Source: an optimization exercise on an open RTL-to-GDS flow (aim: small area, a short achievable clock period and few clock cycles per item). Production flows keep margins and buffers that such runs may drop.
Only simulation tests tie the RTL to the original design; equivalence was not proved.
Power figures rest on the tool's default switching activity, not on a simulated workload.

===== flow/design.v =====
package fbpa_pkg;
   localparam int MAX_BLOCKS_DEFAULT = 256;
   localparam int ADDR_W  = 32;
   localparam int SIZE_W  = 16;
   localparam int COUNT_W = 9;
   localparam int OP_W    = 2;
   localparam int STAT_W  = 3;
   localparam int CSR_W   = 2;
   localparam int DATA_W  = 32;
   localparam int IDX_W   = 8;
   localparam logic [OP_W-1:0] OP_CREATE  = 2'd0;
   localparam logic [OP_W-1:0] OP_DELETE  = 2'd1;
   localparam logic [OP_W-1:0] OP_ALLOC   = 2'd2;
   localparam logic [OP_W-1:0] OP_RELEASE = 2'd3;
   localparam logic [STAT_W-1:0] ST_OK      = 3'd0;
   localparam logic [STAT_W-1:0] ST_FAULT   = 3'd1;
   localparam logic [STAT_W-1:0] ST_UNREADY = 3'd2;
   localparam logic [STAT_W-1:0] ST_EMPTY   = 3'd3;
   localparam logic [STAT_W-1:0] ST_FULL    = 3'd4;
   localparam logic [STAT_W-1:0] ST_BADADDR = 3'd5;
   localparam logic [CSR_W-1:0] CSR_POOL_BASE   = 2'd0;
   localparam logic [CSR_W-1:0] CSR_BLOCK_SIZE  = 2'd1;
   localparam logic [CSR_W-1:0] CSR_BLOCK_COUNT = 2'd2;
   localparam logic [ADDR_W-1:0]  POOL_BASE_RESET   = 32'd0;
   localparam logic [SIZE_W-1:0]  BLOCK_SIZE_RESET  = 16'd4;
   localparam logic [COUNT_W-1:0] BLOCK_COUNT_RESET = 9'd1;
endpackage
module fbpa_ram #(
   parameter int WIDTH = 8,
   parameter int DEPTH = 256,
   parameter int GROUP = 16
) (
   input  logic                     clock,
   input  logic                     wr_en,
   input  logic [$clog2(DEPTH)-1:0] wr_addr,
   input  logic [WIDTH-1:0]         wr_data,
   input  logic [DEPTH/GROUP-1:0]   rd_hi,
   input  logic [GROUP-1:0]         rd_lo,
   output logic [WIDTH-1:0]         rd_data
);
   localparam int NG = DEPTH / GROUP;
   logic [WIDTH-1:0] mem [DEPTH];
   logic [WIDTH-1:0] grp [NG];
   always_ff @(posedge clock) begin
      for (int i = 0; i < DEPTH; i++) begin
         if (wr_en && wr_addr == i[$clog2(DEPTH)-1:0]) begin
            mem[i] <= wr_data;
         end
      end
   end
   always_comb begin
      rd_data = '0;
      for (int h = 0; h < NG; h++) begin
         grp[h] = '0;
         for (int l = 0; l < GROUP; l++) begin
            grp[h] = grp[h] | (mem[h*GROUP+l] & {WIDTH{rd_lo[l]}});
         end
         rd_data = rd_data | (grp[h] & {WIDTH{rd_hi[h]}});
      end
   end
endmodule
module fbpa_add #(
   parameter int W = 16
) (
   input  logic [W-1:0] a,
   input  logic [W-1:0] b,
   input  logic         cin,
   output logic [W-1:0] sum,
   output logic         cout
);
   localparam int L = $clog2(W);
   logic [(L+1)*W-1:0] gen;
   logic [(L+1)*W-1:0] prp;
   logic [W-1:0]       p0;
   assign p0          = a ^ b;
   assign gen[W-1:0]  = {(a[W-1:1] & b[W-1:1]), (a[0] & b[0]) | (p0[0] & cin)};
   assign prp[W-1:0]  = p0;
   for (genvar k = 0; k < L; k++) begin : g_lvl
      for (genvar i = 0; i < W; i++) begin : g_bit
         if (((i >> k) & 1) == 1) begin : g_join
            localparam int J = ((i >> k) << k) - 1;
            assign gen[(k+1)*W+i] = gen[k*W+i] | (prp[k*W+i] & gen[k*W+J]);
            assign prp[(k+1)*W+i] = prp[k*W+i] & prp[k*W+J];
         end else begin : g_pass
            assign gen[(k+1)*W+i] = gen[k*W+i];
            assign prp[(k+1)*W+i] = prp[k*W+i];
         end
      end
   end
   assign sum  = p0 ^ {gen[L*W+W-2:L*W], cin};
   assign cout = gen[L*W+W-1];
endmodule
module fbpa_div (
   input  logic [fbpa_pkg::SIZE_W+fbpa_pkg::IDX_W-1:0] w_in,
   input  logic [fbpa_pkg::SIZE_W-1:0]                 divisor,
   input  logic [fbpa_pkg::SIZE_W+1:0]                 divisor3,
   output logic [fbpa_pkg::SIZE_W+fbpa_pkg::IDX_W-1:0] w_out
);
   localparam int SW = fbpa_pkg::SIZE_W;
   localparam int QW = fbpa_pkg::IDX_W;
   logic [SW+1:0] trial;
   logic [SW+1:0] diff1, diff2, diff3;
   logic          ge1, ge2, ge3;
   logic [SW-1:0] rem;
   logic [1:0]    digit;
   assign trial = w_in[SW+QW-1:QW-2];
   fbpa_add #(.W(SW+2)) u_sub1 (
      .a (trial), .b (~{2'b00, divisor}), .cin (1'b1), .sum (diff1), .cout (ge1)
   );
   fbpa_add #(.W(SW+2)) u_sub2 (
      .a (trial), .b (~{1'b0, divisor, 1'b0}), .cin (1'b1), .sum (diff2), .cout (ge2)
   );
   fbpa_add #(.W(SW+2)) u_sub3 (
      .a (trial), .b (~divisor3), .cin (1'b1), .sum (diff3), .cout (ge3)
   );
   always_comb begin
      if (ge3) begin
         rem   = diff3[SW-1:0];
         digit = 2'd3;
      end else if (ge2) begin
         rem   = diff2[SW-1:0];
         digit = 2'd2;
      end else if (ge1) begin
         rem   = diff1[SW-1:0];
         digit = 2'd1;
      end else begin
         rem   = trial[SW-1:0];
         digit = 2'd0;
      end
   end
   assign w_out = {rem, w_in[QW-3:0], digit};
endmodule
module fixed_block_pool_allocator #(
   parameter int MAX_BLOCKS = fbpa_pkg::MAX_BLOCKS_DEFAULT
) (
   input  logic                           clock,
   input  logic                           reset,
   input  logic                           req_valid,
   output logic                           req_stall,
   input  logic [fbpa_pkg::OP_W-1:0]      req_op,
   input  logic [fbpa_pkg::ADDR_W-1:0]    req_release_address,
   output logic                           rsp_valid,
   input  logic                           rsp_stall,
   output logic [fbpa_pkg::STAT_W-1:0]    rsp_status,
   output logic [fbpa_pkg::ADDR_W-1:0]    rsp_block_address,
   output logic [fbpa_pkg::COUNT_W-1:0]   rsp_blocks_free,
   input  logic                           csr_write_enable,
   input  logic [fbpa_pkg::CSR_W-1:0]     csr_index,
   input  logic [fbpa_pkg::DATA_W-1:0]    csr_write_data
);
   localparam int AW      = fbpa_pkg::ADDR_W;
   localparam int SW      = fbpa_pkg::SIZE_W;
   localparam int IW      = fbpa_pkg::IDX_W;
   localparam int CW      = fbpa_pkg::COUNT_W;
   localparam int OW      = fbpa_pkg::OP_W;
   localparam int TW      = fbpa_pkg::STAT_W;
   localparam int WW      = SW + IW;
   localparam int DSTAGES = IW / 2;
   logic [AW-1:0] cfg_base_ff;
   logic [SW-1:0] cfg_size_ff;
   logic [CW-1:0] cfg_count_ff;
   always_ff @(posedge clock) begin
      if (reset) begin
         cfg_base_ff  <= fbpa_pkg::POOL_BASE_RESET;
         cfg_size_ff  <= fbpa_pkg::BLOCK_SIZE_RESET;
         cfg_count_ff <= fbpa_pkg::BLOCK_COUNT_RESET;
      end else if (csr_write_enable) begin
         case (csr_index)
            fbpa_pkg::CSR_POOL_BASE:   cfg_base_ff  <= csr_write_data;
            fbpa_pkg::CSR_BLOCK_SIZE:  cfg_size_ff  <= csr_write_data[SW-1:0];
            fbpa_pkg::CSR_BLOCK_COUNT: cfg_count_ff <= csr_write_data[CW-1:0];
            default: ;
         endcase
      end
   end
   logic          ready_ff;
   logic [AW-1:0] base_ff;
   logic [SW-1:0] size_ff;
   logic [SW+1:0] size3_ff;      
   logic [CW-1:0] count_ff;
   logic [CW-1:0] free_ff;
   logic          fresh_v_ff;    
   logic [IW-1:0] fresh_ix_ff;   
   logic [IW-1:0] head_ff;
   logic [IW-1:0] tail_ff;
   logic adv;           
   logic skid_v_ff;     
   logic cblk_ff;       
   logic stall_ff;      
   logic skid_v_in;
   logic cblk_in;
   logic acc;
   assign adv       = !skid_v_ff;
   assign req_stall = stall_ff;
   assign acc       = req_valid && !stall_ff;
   logic          p0_v_ff;
   logic [OW-1:0] p0_op_ff;
   logic [AW-1:0] p0_addr_ff;
   always_ff @(posedge clock) begin
      if (reset) begin
         p0_v_ff <= 1'b0;
      end else if (adv) begin
         p0_v_ff <= acc;
      end
      if (adv) begin
         p0_op_ff   <= req_op;
         p0_addr_ff <= req_release_address;
      end
   end
   logic          p1_v_ff;
   logic [OW-1:0] p1_op_ff;
   logic          p1_bad_ff;
   logic [WW-1:0] p1_off_ff;
   logic [AW-1:0] p1_diff;
   logic          p1_nb;     
   fbpa_add #(.W(AW)) u_off (
      .a (p0_addr_ff), .b (~base_ff), .cin (1'b1), .sum (p1_diff), .cout (p1_nb)
   );
   always_ff @(posedge clock) begin
      if (reset) begin
         p1_v_ff <= 1'b0;
      end else if (adv) begin
         p1_v_ff <= p0_v_ff;
      end
      if (adv) begin
         p1_op_ff  <= p0_op_ff;
         p1_bad_ff <= !p1_nb || (|p1_diff[AW-1:WW]);
         p1_off_ff <= p1_diff[WW-1:0];
      end
   end
   logic [DSTAGES-1:0]    dv_v_ff;
   logic [DSTAGES*OW-1:0] dv_op_ff;
   logic [DSTAGES-1:0]    dv_bad_ff;
   logic [DSTAGES*WW-1:0] dv_w_ff;
   logic p1_big;
   logic [SW-1:0] p1_big_diff;
   fbpa_add #(.W(SW)) u_big (
      .a (p1_off_ff[WW-1:IW]), .b (~size_ff), .cin (1'b1),
      .sum (p1_big_diff), .cout (p1_big)
   );
   for (genvar g = 0; g < DSTAGES; g++) begin : g_div
      logic          v_in;
      logic [OW-1:0] op_in;
      logic          bad_in;
      logic [WW-1:0] w_in;
      logic [WW-1:0] w_out;
      if (g == 0) begin : g_first
         assign v_in   = p1_v_ff;
         assign op_in  = p1_op_ff;
         assign bad_in = p1_bad_ff || p1_big;
         assign w_in   = p1_off_ff;
      end else begin : g_next
         assign v_in   = dv_v_ff[g-1];
         assign op_in  = dv_op_ff[(g-1)*OW +: OW];
         assign bad_in = dv_bad_ff[g-1];
         assign w_in   = dv_w_ff[(g-1)*WW +: WW];
      end
      fbpa_div u_div (
         .w_in     (w_in),
         .divisor  (size_ff),
         .divisor3 (size3_ff),
         .w_out    (w_out)
      );
      always_ff @(posedge clock) begin
         if (reset) begin
            dv_v_ff[g] <= 1'b0;
         end else if (adv) begin
            dv_v_ff[g] <= v_in;
         end
         if (adv) begin
            dv_op_ff[g*OW +: OW]  <= op_in;
            dv_bad_ff[g]          <= bad_in;
            dv_w_ff[g*WW +: WW]   <= w_out;
         end
      end
   end
   logic          cm_v;
   logic [OW-1:0] cm_op;
   logic [WW-1:0] cm_w;
   logic [IW-1:0] cm_q;
   logic          cm_addr_bad;
   logic [CW-1:0] create_count;
   assign cm_v        = dv_v_ff[DSTAGES-1];
   assign cm_op       = dv_op_ff[(DSTAGES-1)*OW +: OW];
   assign cm_w        = dv_w_ff[(DSTAGES-1)*WW +: WW];
   assign cm_q        = cm_w[IW-1:0];
   assign cm_addr_bad = dv_bad_ff[DSTAGES-1] || (|cm_w[WW-1:IW]) ||
                        ({1'b0, cm_q} >= count_ff);
   assign create_count = cfg_count_ff[CW-1] ? CW'(MAX_BLOCKS) : cfg_count_ff;
   logic          ready_in;
   logic          pool_in;      
   logic [CW-1:0] free_in;
   logic          fresh_v_in;
   logic [IW-1:0] fresh_ix_in;
   logic [IW-1:0] head_in;
   logic [IW-1:0] tail_in;
   logic [TW-1:0] st_in;
   logic          take_in;      
   logic          fromram_in;   
   logic [IW-1:0] ix_in;        
   logic          wr_in;
   logic          blk_clr;
   always_comb begin
      ready_in    = ready_ff;
      pool_in     = 1'b0;
      free_in     = free_ff;
      fresh_v_in  = fresh_v_ff;
      fresh_ix_in = fresh_ix_ff;
      head_in     = head_ff;
      tail_in     = tail_ff;
      st_in       = fbpa_pkg::ST_OK;
      take_in     = 1'b0;
      fromram_in  = 1'b0;
      ix_in       = '0;
      wr_in       = 1'b0;
      blk_clr     = 1'b0;
      if (cm_op == fbpa_pkg::OP_CREATE) begin
         blk_clr = 1'b1;
         if (ready_ff || create_count == '0 || cfg_size_ff == '0) begin
            st_in = fbpa_pkg::ST_FAULT;
         end else begin
            pool_in     = 1'b1;
            ready_in    = 1'b1;
            free_in     = create_count;
            fresh_v_in  = 1'b1;
            fresh_ix_in = IW'(create_count - CW'(1));
            head_in     = '0;
            tail_in     = create_count[IW-1:0];
         end
      end else if (!ready_ff) begin
         st_in = fbpa_pkg::ST_UNREADY;
      end else if (cm_op == fbpa_pkg::OP_DELETE) begin
         if (free_ff == count_ff) begin
            ready_in = 1'b0;
            free_in  = '0;
         end else begin
            st_in = fbpa_pkg::ST_FAULT;
         end
      end else if (cm_op == fbpa_pkg::OP_ALLOC) begin
         if (free_ff == '0) begin
            st_in = fbpa_pkg::ST_EMPTY;
         end else begin
            take_in = 1'b1;
            free_in = free_ff - CW'(1);
            head_in = head_ff + IW'(1);
            if (fresh_v_ff) begin
               ix_in       = fresh_ix_ff;
               fresh_ix_in = fresh_ix_ff - IW'(1);
               fresh_v_in  = fresh_ix_ff != '0;
            end else begin
               fromram_in = 1'b1;
            end
         end
      end else begin
         if (free_ff >= count_ff) begin
            st_in = fbpa_pkg::ST_FULL;
         end else if (cm_addr_bad) begin
            st_in = fbpa_pkg::ST_BADADDR;
         end else begin
            wr_in   = 1'b1;
            tail_in = tail_ff + IW'(1);
            free_in = free_ff + CW'(1);
         end
      end
   end
   logic          cm_v_ff;
   logic [TW-1:0] cm_st_ff;
   logic [CW-1:0] cm_free_ff;
   logic          cm_take_ff;
   logic [IW-1:0] cm_ix_ff;
   logic [15:0]   cm_hi_ff;     
   logic [15:0]   cm_lo_ff;     
   logic          wr_en_ff;
   logic [IW-1:0] wr_addr_ff;
   logic [IW-1:0] wr_data_ff;
   always_ff @(posedge clock) begin
      if (reset) begin
         ready_ff <= 1'b0;
         free_ff  <= '0;
         cblk_ff  <= 1'b0;
         stall_ff <= 1'b0;
         cm_v_ff  <= 1'b0;
         wr_en_ff <= 1'b0;
      end else begin
         stall_ff <= skid_v_in || cblk_in;
         cblk_ff  <= cblk_in;
         if (adv) begin
            cm_v_ff  <= cm_v;
            wr_en_ff <= cm_v && wr_in;
            if (cm_v) begin
               ready_ff <= ready_in;
               free_ff  <= free_in;
            end
         end
      end
      if (adv && cm_v) begin
         if (pool_in) begin
            base_ff  <= cfg_base_ff;
            size_ff  <= cfg_size_ff;
            size3_ff <= {2'b00, cfg_size_ff} + {1'b0, cfg_size_ff, 1'b0};
            count_ff <= create_count;
         end
         fresh_v_ff  <= fresh_v_in;
         fresh_ix_ff <= fresh_ix_in;
         head_ff     <= head_in;
         tail_ff     <= tail_in;
      end
      if (adv) begin
         cm_st_ff   <= st_in;
         cm_free_ff <= free_in;
         cm_take_ff <= cm_v && take_in;
         cm_ix_ff   <= ix_in;
         for (int i = 0; i < 16; i++) begin
            cm_hi_ff[i] <= cm_v && fromram_in && head_ff[7:4] == 4'(i);
            cm_lo_ff[i] <= head_ff[3:0] == 4'(i);
         end
         wr_addr_ff <= tail_ff;
         wr_data_ff <= cm_q;
      end
   end
   always_comb begin
      cblk_in = cblk_ff;
      if (adv) begin
         if (acc && req_op == fbpa_pkg::OP_CREATE) begin
            cblk_in = 1'b1;
         end else if (cm_v && blk_clr) begin
            cblk_in = 1'b0;
         end
      end
   end
   logic [IW-1:0] ring_rd_data;
   fbpa_ram #(
      .WIDTH (IW),
      .DEPTH (fbpa_pkg::MAX_BLOCKS_DEFAULT),
      .GROUP (16)
   ) u_queue (
      .clock   (clock),
      .wr_en   (wr_en_ff),
      .wr_addr (wr_addr_ff),
      .wr_data (wr_data_ff),
      .rd_hi   (cm_hi_ff),
      .rd_lo   (cm_lo_ff),
      .rd_data (ring_rd_data)
   );
   logic          rd_v_ff;
   logic [TW-1:0] rd_st_ff;
   logic [CW-1:0] rd_free_ff;
   logic          rd_take_ff;
   logic [IW-1:0] rd_ix_ff;
   always_ff @(posedge clock) begin
      if (reset) begin
         rd_v_ff <= 1'b0;
      end else if (adv) begin
         rd_v_ff <= cm_v_ff;
      end
      if (adv) begin
         rd_st_ff   <= cm_st_ff;
         rd_free_ff <= cm_free_ff;
         rd_take_ff <= cm_take_ff;
         rd_ix_ff   <= ring_rd_data | cm_ix_ff;
      end
   end
   logic [WW-1:0] pp [IW];
   logic [WW-1:0] s1, c1, s2, c2, s3, c3, s4, c4, s5, c5, s6, c6;
   for (genvar i = 0; i < IW; i++) begin : g_pp
      assign pp[i] = WW'({SW{rd_ix_ff[i]}} & size_ff) << i;
   end
   assign s1 = pp[0] ^ pp[1] ^ pp[2];
   assign c1 = ((pp[0] & pp[1]) | (pp[0] & pp[2]) | (pp[1] & pp[2])) << 1;
   assign s2 = pp[3] ^ pp[4] ^ pp[5];
   assign c2 = ((pp[3] & pp[4]) | (pp[3] & pp[5]) | (pp[4] & pp[5])) << 1;
   assign s3 = s1 ^ c1 ^ s2;
   assign c3 = ((s1 & c1) | (s1 & s2) | (c1 & s2)) << 1;
   assign s4 = c2 ^ pp[6] ^ pp[7];
   assign c4 = ((c2 & pp[6]) | (c2 & pp[7]) | (pp[6] & pp[7])) << 1;
   assign s5 = s3 ^ c3 ^ s4;
   assign c5 = ((s3 & c3) | (s3 & s4) | (c3 & s4)) << 1;
   assign s6 = s5 ^ c5 ^ c4;
   assign c6 = ((s5 & c5) | (s5 & c4) | (c5 & c4)) << 1;
   logic          mu_v_ff;
   logic [TW-1:0] mu_st_ff;
   logic [CW-1:0] mu_free_ff;
   logic          mu_take_ff;
   logic [WW-1:0] mu_s_ff;
   logic [WW-1:0] mu_c_ff;
   always_ff @(posedge clock) begin
      if (reset) begin
         mu_v_ff <= 1'b0;
      end else if (adv) begin
         mu_v_ff <= rd_v_ff;
      end
      if (adv) begin
         mu_st_ff   <= rd_st_ff;
         mu_free_ff <= rd_free_ff;
         mu_take_ff <= rd_take_ff;
         mu_s_ff    <= s6;
         mu_c_ff    <= c6;
      end
   end
   logic [AW-1:0] a_s, a_c, a_sum;
   logic          a_cout;
   assign a_s = base_ff ^ AW'(mu_s_ff) ^ AW'(mu_c_ff);
   assign a_c = ((base_ff & AW'(mu_s_ff)) | (base_ff & AW'(mu_c_ff)) |
                 (AW'(mu_s_ff) & AW'(mu_c_ff))) << 1;
   fbpa_add #(.W(AW)) u_addr (
      .a (a_s), .b (a_c), .cin (1'b0), .sum (a_sum), .cout (a_cout)
   );
   logic          ad_v_ff;
   logic [TW-1:0] ad_st_ff;
   logic [CW-1:0] ad_free_ff;
   logic [AW-1:0] ad_addr_ff;
   always_ff @(posedge clock) begin
      if (reset) begin
         ad_v_ff <= 1'b0;
      end else if (adv) begin
         ad_v_ff <= mu_v_ff;
      end
      if (adv) begin
         ad_st_ff   <= mu_st_ff;
         ad_free_ff <= mu_free_ff;
         ad_addr_ff <= mu_take_ff ? a_sum : '0;
      end
   end
   logic          out_v_ff;
   logic [TW-1:0] out_st_ff;
   logic [CW-1:0] out_free_ff;
   logic [AW-1:0] out_addr_ff;
   logic [TW-1:0] skid_st_ff;
   logic [CW-1:0] skid_free_ff;
   logic [AW-1:0] skid_addr_ff;
   logic          pin;
   logic          dlv;
   logic          out_v_in;
   assign pin = adv && ad_v_ff;
   assign dlv = out_v_ff && !rsp_stall;
   always_comb begin
      out_v_in  = out_v_ff;
      skid_v_in = skid_v_ff;
      if (!out_v_ff || dlv) begin
         out_v_in  = skid_v_ff || pin;
         skid_v_in = 1'b0;
      end else if (pin) begin
         skid_v_in = 1'b1;
      end
   end
   always_ff @(posedge clock) begin
      if (reset) begin
         out_v_ff  <= 1'b0;
         skid_v_ff <= 1'b0;
      end else begin
         out_v_ff  <= out_v_in;
         skid_v_ff <= skid_v_in;
      end
      if (!out_v_ff || dlv) begin
         if (skid_v_ff) begin
            out_st_ff   <= skid_st_ff;
            out_free_ff <= skid_free_ff;
            out_addr_ff <= skid_addr_ff;
         end else begin
            out_st_ff   <= ad_st_ff;
            out_free_ff <= ad_free_ff;
            out_addr_ff <= ad_addr_ff;
         end
      end
      if (!skid_v_ff) begin
         skid_st_ff   <= ad_st_ff;
         skid_free_ff <= ad_free_ff;
         skid_addr_ff <= ad_addr_ff;
      end
   end
   assign rsp_valid         = out_v_ff;
   assign rsp_status        = out_st_ff;
   assign rsp_block_address = out_addr_ff;
   assign rsp_blocks_free   = out_free_ff;
endmodule

===== flow/run.sh =====
#!/bin/bash
# synth_recipe.tcl (not shown) runs the flow's synth.tcl, then flattens the netlist and writes it again
# the make line also repeats each setting of config.mk as NAME=value (left out here)
make -C /OpenROAD-flow-scripts/flow DESIGN_CONFIG=/design/flow/config.mk WORK_HOME=/design/flow/orfs CLKGATE_MAP_FILE= SYNTH_SCRIPT=/design/flow/synth_recipe.tcl finish

===== flow/constraint.sdc =====
create_clock -name core_clock -period 7.0 [get_ports {clock}]
set_input_delay 1.4000 -clock core_clock [delete_from_list [all_inputs] [get_ports {clock}]]
set_output_delay 1.4000 -clock core_clock [all_outputs]
set_load 0.01 [all_outputs]

===== flow/config.mk =====
export PLATFORM = sky130hd
export DESIGN_NAME = fixed_block_pool_allocator
export DESIGN_NICKNAME = fixed_block_pool_allocator
export VERILOG_FILES = /design/flow/design.v
export SDC_FILE = /design/flow/constraint.sdc
export NUM_CORES = 4
export LEC_CHECK = 0
export ABC_CLOCK_PERIOD_IN_PS = 2000
export CAP_MARGIN = 20
export CORE_MARGIN = 2
export CORE_UTILIZATION = 40
export SETUP_SLACK_MARGIN = 4
export SLEW_MARGIN = 20

==> results.toml <==
[min_path]
min_path_cells = 0
holdPathEnd = "p1_op_ff[1]"
hp-class = "register to register"
hp-start = "p0_op_ff[1]"

[routing]
vias_per_cell = 6.110
firstDrtPassIters = 7
drc = 0
ant_nets = 0
drt-total-wl_mm = 368.4
wl_per_cell_um = 31.27
dr_total_vias = 71970
drtIter0Drc = 9455

[timing]
rsz0062_at_grt = "yes"
slew-limit-headroom = 0.1162
slew_violations = 0
fin_skew_ps = 124.0
setup_violations = 0
finalCritPeriodShare = 0.5137
period_needed_ps = 3596
timing.fmax_mhz = 278.1
tightest_slew_ps = 1326
whs_ps = 404.0
hold_violations = 0
final.setup.tns_ps = 0

[floorplanning]
io_pins = 119
die_height_um = 532.5
core_um2 = 278700
initial_utilization = 0.4009
die_w_um = 532.5
die-area_um2 = 283500
rows = 194

[cts]
cts_buffers = 284
clk_pin_slew_ps = 60
clock-sinks = 2675
clk_latency_ps = 960
cts_root_buffer = "clkbuf_16"
cts_hold_buf = 0
clockBufferDepth = 4
cts_tree = "yes"
cts_max_level = 5

[critical_path]
endpoint_kind = "register"
critPathMaxFanout = 3
startpoint_type = "register"
ff2ff_path_depth = 12
reg2reg_slack_ps = 3400
cp_data_arrival_time_ps = 4210
criticalPathCategory = "register to register"
cp.required_ps = 7610
r2r-start = "mu_s_ff[8]"
timing.rr.end = "ad_addr_ff[25]"
cp-startpoint = "mu_s_ff[8]"

[run_status]
status = "complete, no violations"

[synthesis]
synth.most_common_cell = "edfxtp_1"
synth_common_cells = "2549 x edfxtp_1, 463 x a22o_1, 460 x a221oi_1, 460 x nor2_1, 332 x ha_1"
async_flop_share = 0
yosys_warnings = 6
yosys.area.top_type = "edfxtp_1"
syn-num-nets = 7761
yosys_most_used_dff = "edfxtp_1"
yosys.area.top_type_share = 0.6852
yosys-top-cells-area = "edfxtp_1 69%, ha_1 3.7%, a22o_1 3.6%"
syn_area_per_cell_um2 = 15.52
ys_seq_elements = 2675
syn_area_um2 = 111700
syn_inst = 7198
synth_edf_count = 2549
synth_cell_types = 79
yosysSeqAreaShare = 0.7078

[grt]
grt_overflow = 0
grt_max_degree = 209
grt_use_met1 = 0.3279
grt-busiest-layer = "met2"
grtUsageTotal = 0.2462
grtUsageMet3 = 0.04481
grt_pass1_wl_mm = 509.4
met2_usage = 0.3900
antenna_found_initial = 9
grt_pass1_vias = 69530

[power_and_ir_drop]
combPwrFrac = 0.165
seqPwrFrac = 0.476
swShare = 0.2670
clockPowerShare = 0.359
switchingPower_uw = 10960
internal_power_uw = 30080
vdd_drop_max_v = 0.0003925
powerDensity_nw_per_um2 = 301.0
p_leak_uw = 0.04662

[layout]
multi_input_area_um2 = 34250
area_growth_syn_to_layout_pct = 22.04
fillers = 23310
regArea_um2 = 79080
layout.nets = 8405
layout-drive-gt1-share = 0.2226

[job]
cap_violations = 0

[placement]
gp_congestion = 0.8702
dp_hpwl_mm = 200.0
portBuffers = 118
[repair_timing]
item,in CTS,in global routing
setup endpoints to repair,1476,1039
resized for setup,828,438
buffers inserted,259,134
gates cloned,49,18
pin swaps,246,238
[layout by cell type (no fill, tap or decap), types with 35 or more instances in the layout]
master	n
o21a_1	52
clkbuf_1	57
nand2b_1	36
o21ai_0	72
and2_4	43
dlygate4sd2_1	43
nor2_2	150
nor3_1	52
a22oi_1	149
nor2_4	44
xor2_1	70
nor2b_1	40
dfxtp_1	119
edfxtp_1	2549
mux2i_1	54
and2_1	118
clkdlybuf4s50_1	71
nor2_1	266
buf_12	73
clkinv_1	56
nand2_1	242
buf_4	338
mux2_2	48
xnor2_1	103
a21oi_2	42
a21oi_1	152
a221oi_2	84
fa_2	43
a22o_1	459
ha_1	300
buf_6	95
nand3_1	75
a21o_1	42
clkbuf_16	304
inv_2	37
nand4_1	148
a221oi_1	364
inv_1	217
o21ai_1	35
fa_1	115
[critical path, stage by stage, from the launching register on]
cell,delay (ps)
edfxtp_1,410
fa_2,630
ha_4,210
a21o_1,170
a2111o_1,410
a21oi_4,210
o21ai_4,110
a2111oi_4,380
nor3_4,100
a21oi_2,180
nor2b_1,70
or3_1,300
and3b_1,170
[per-layer routing]
| metal | wire length [um] | up-vias |
|---|---|---|
| met5 | 269 | - |
| met4 | 20460 | 4 |
| met3 | 36090 | 801 |
| met2 | 170400 | 4070 |
| met1 | 141100 | 37190 |
| li1 | - | 29910 |
[sequential cells by signal, indices dropped and copies added, names as in the netlist, 17 cells and up]
signal	flops
mu_c_ff	19
cfg_base_ff	32
dv_w_ff	96
u_queue.mem	2048
ad_addr_ff	32
p1_off_ff	24
out_addr_ff	32
skid_addr_ff	32
p0_addr_ff	32
size3_ff	17
base_ff	32
mu_s_ff	23
[cell type report]
| type | instances | area share |
|---|---|---|
| well taps | 3724 | 0.03418 |
| clock buffers | 351 | 0.05504 |
| repair inverters | 1 | 0.00003671 |
| diodes | 6 | 0.0001101 |
| clock inverters | 143 | 0.01094 |
| repair buffers | 700 | 0.06034 |
| flip-flops and latches | 2675 | 0.5801 |
| multi-input cells | 3906 | 0.2512 |
| inverters | 274 | 0.008067 |
[worst max-delay path by stage]
stage / endpoint / slack [ps] / cells after the start
6_report: ad_addr_ff[25] / 3400 / 12
3_5_place_dp: dv_w_ff[39] / 2220 / 14
3_3_place_gp: dv_w_ff[68] / 2420 / 12
2_1_floorplan: ad_addr_ff[0] / 530 / 4
4_1_cts: p1_bad_ff / 3470 / 12
5_1_grt: ad_addr_ff[25] / 3320 / 12
[per-stage QoR]
step | area, um^2 | utilization | instances | setup slack [ps] | power [uW]
3_5_place_dp | 117500 | 0.4217 | 10820 | 2224 | 24740
6_report | 136300 | 0.4892 | 11780 | 3404 | 41040
2_1_floorplan | 111800 | - | 7198 | 526.2 | 23310
5_1_grt | 136300 | 0.4892 | 11780 | 3316 | 42310
3_3_place_gp | 117500 | 0.4215 | 10820 | 2418 | 24620
4_1_cts | 132900 | 0.4770 | 11620 | 3472 | 40470
[logic make-up (layout without fill, tap and decap cells)]
family                     after synthesis  count (layout)  share of synthesized area
DFF                                   2675            2675                     0.7078
adders and majority gates              490             490                    0.06550
buffers and inverters                  624            1469                    0.02105
muxes                                  111             111                    0.01057
AOI/OAI and AO/OA                     1720            1727                     0.1201
and+or+nand+nor                       1401            1401                    0.06110
xor gates and xnor gates               177             177                    0.01388
other                                    0               6                          0
[power by group through the flow]
| stage | combinational [uW] | clock, uW | sequential [uW] |
|---|---|---|---|
| finish | 6770 | 14700 | 19500 |
| global route | 7300 | 15500 | 19600 |
| CTS | 6110 | 14800 | 19500 |
| detailed placement | 4910 | 0 | 19800 |
| global placement | 4780 | 0 | 19800 |
| floorplan | 2780 | 0 | 20500 |
Testbench counts, summed over its fixed seeds: cycles 8,399, items 7,759.

## separate check: timing with driven ports
How much do the figures lean on ideal ports? The routed layout below was timed once more, with nothing changed but the port constraints. Step 1 sets driving cells, clkbuf_16 on the clock port and buf_2 on the other inputs (assumed; they add their load-dependent delay and slew). Step 2 times the ports against the registers' clock, not the clock port: input delays grow and output delays shrink by t, the midpoint of the rising clock arrivals with the driver on. a / b / c = ideal / step 1 / step 2; a / b = the first two.
t, ns: 0.983
setup WS [ns]: 3.404 / 3.404 / 3.404
worst setup path at the end: register to register
latest minus earliest clock arrival (ns): 0.151 / 0.151
cell pins on the clock port's net: 1
After both steps this run still meets setup and hold. For this run, drivers alone change the setup slack by 0.000 ns; drivers and shift together by 0.000 ns.
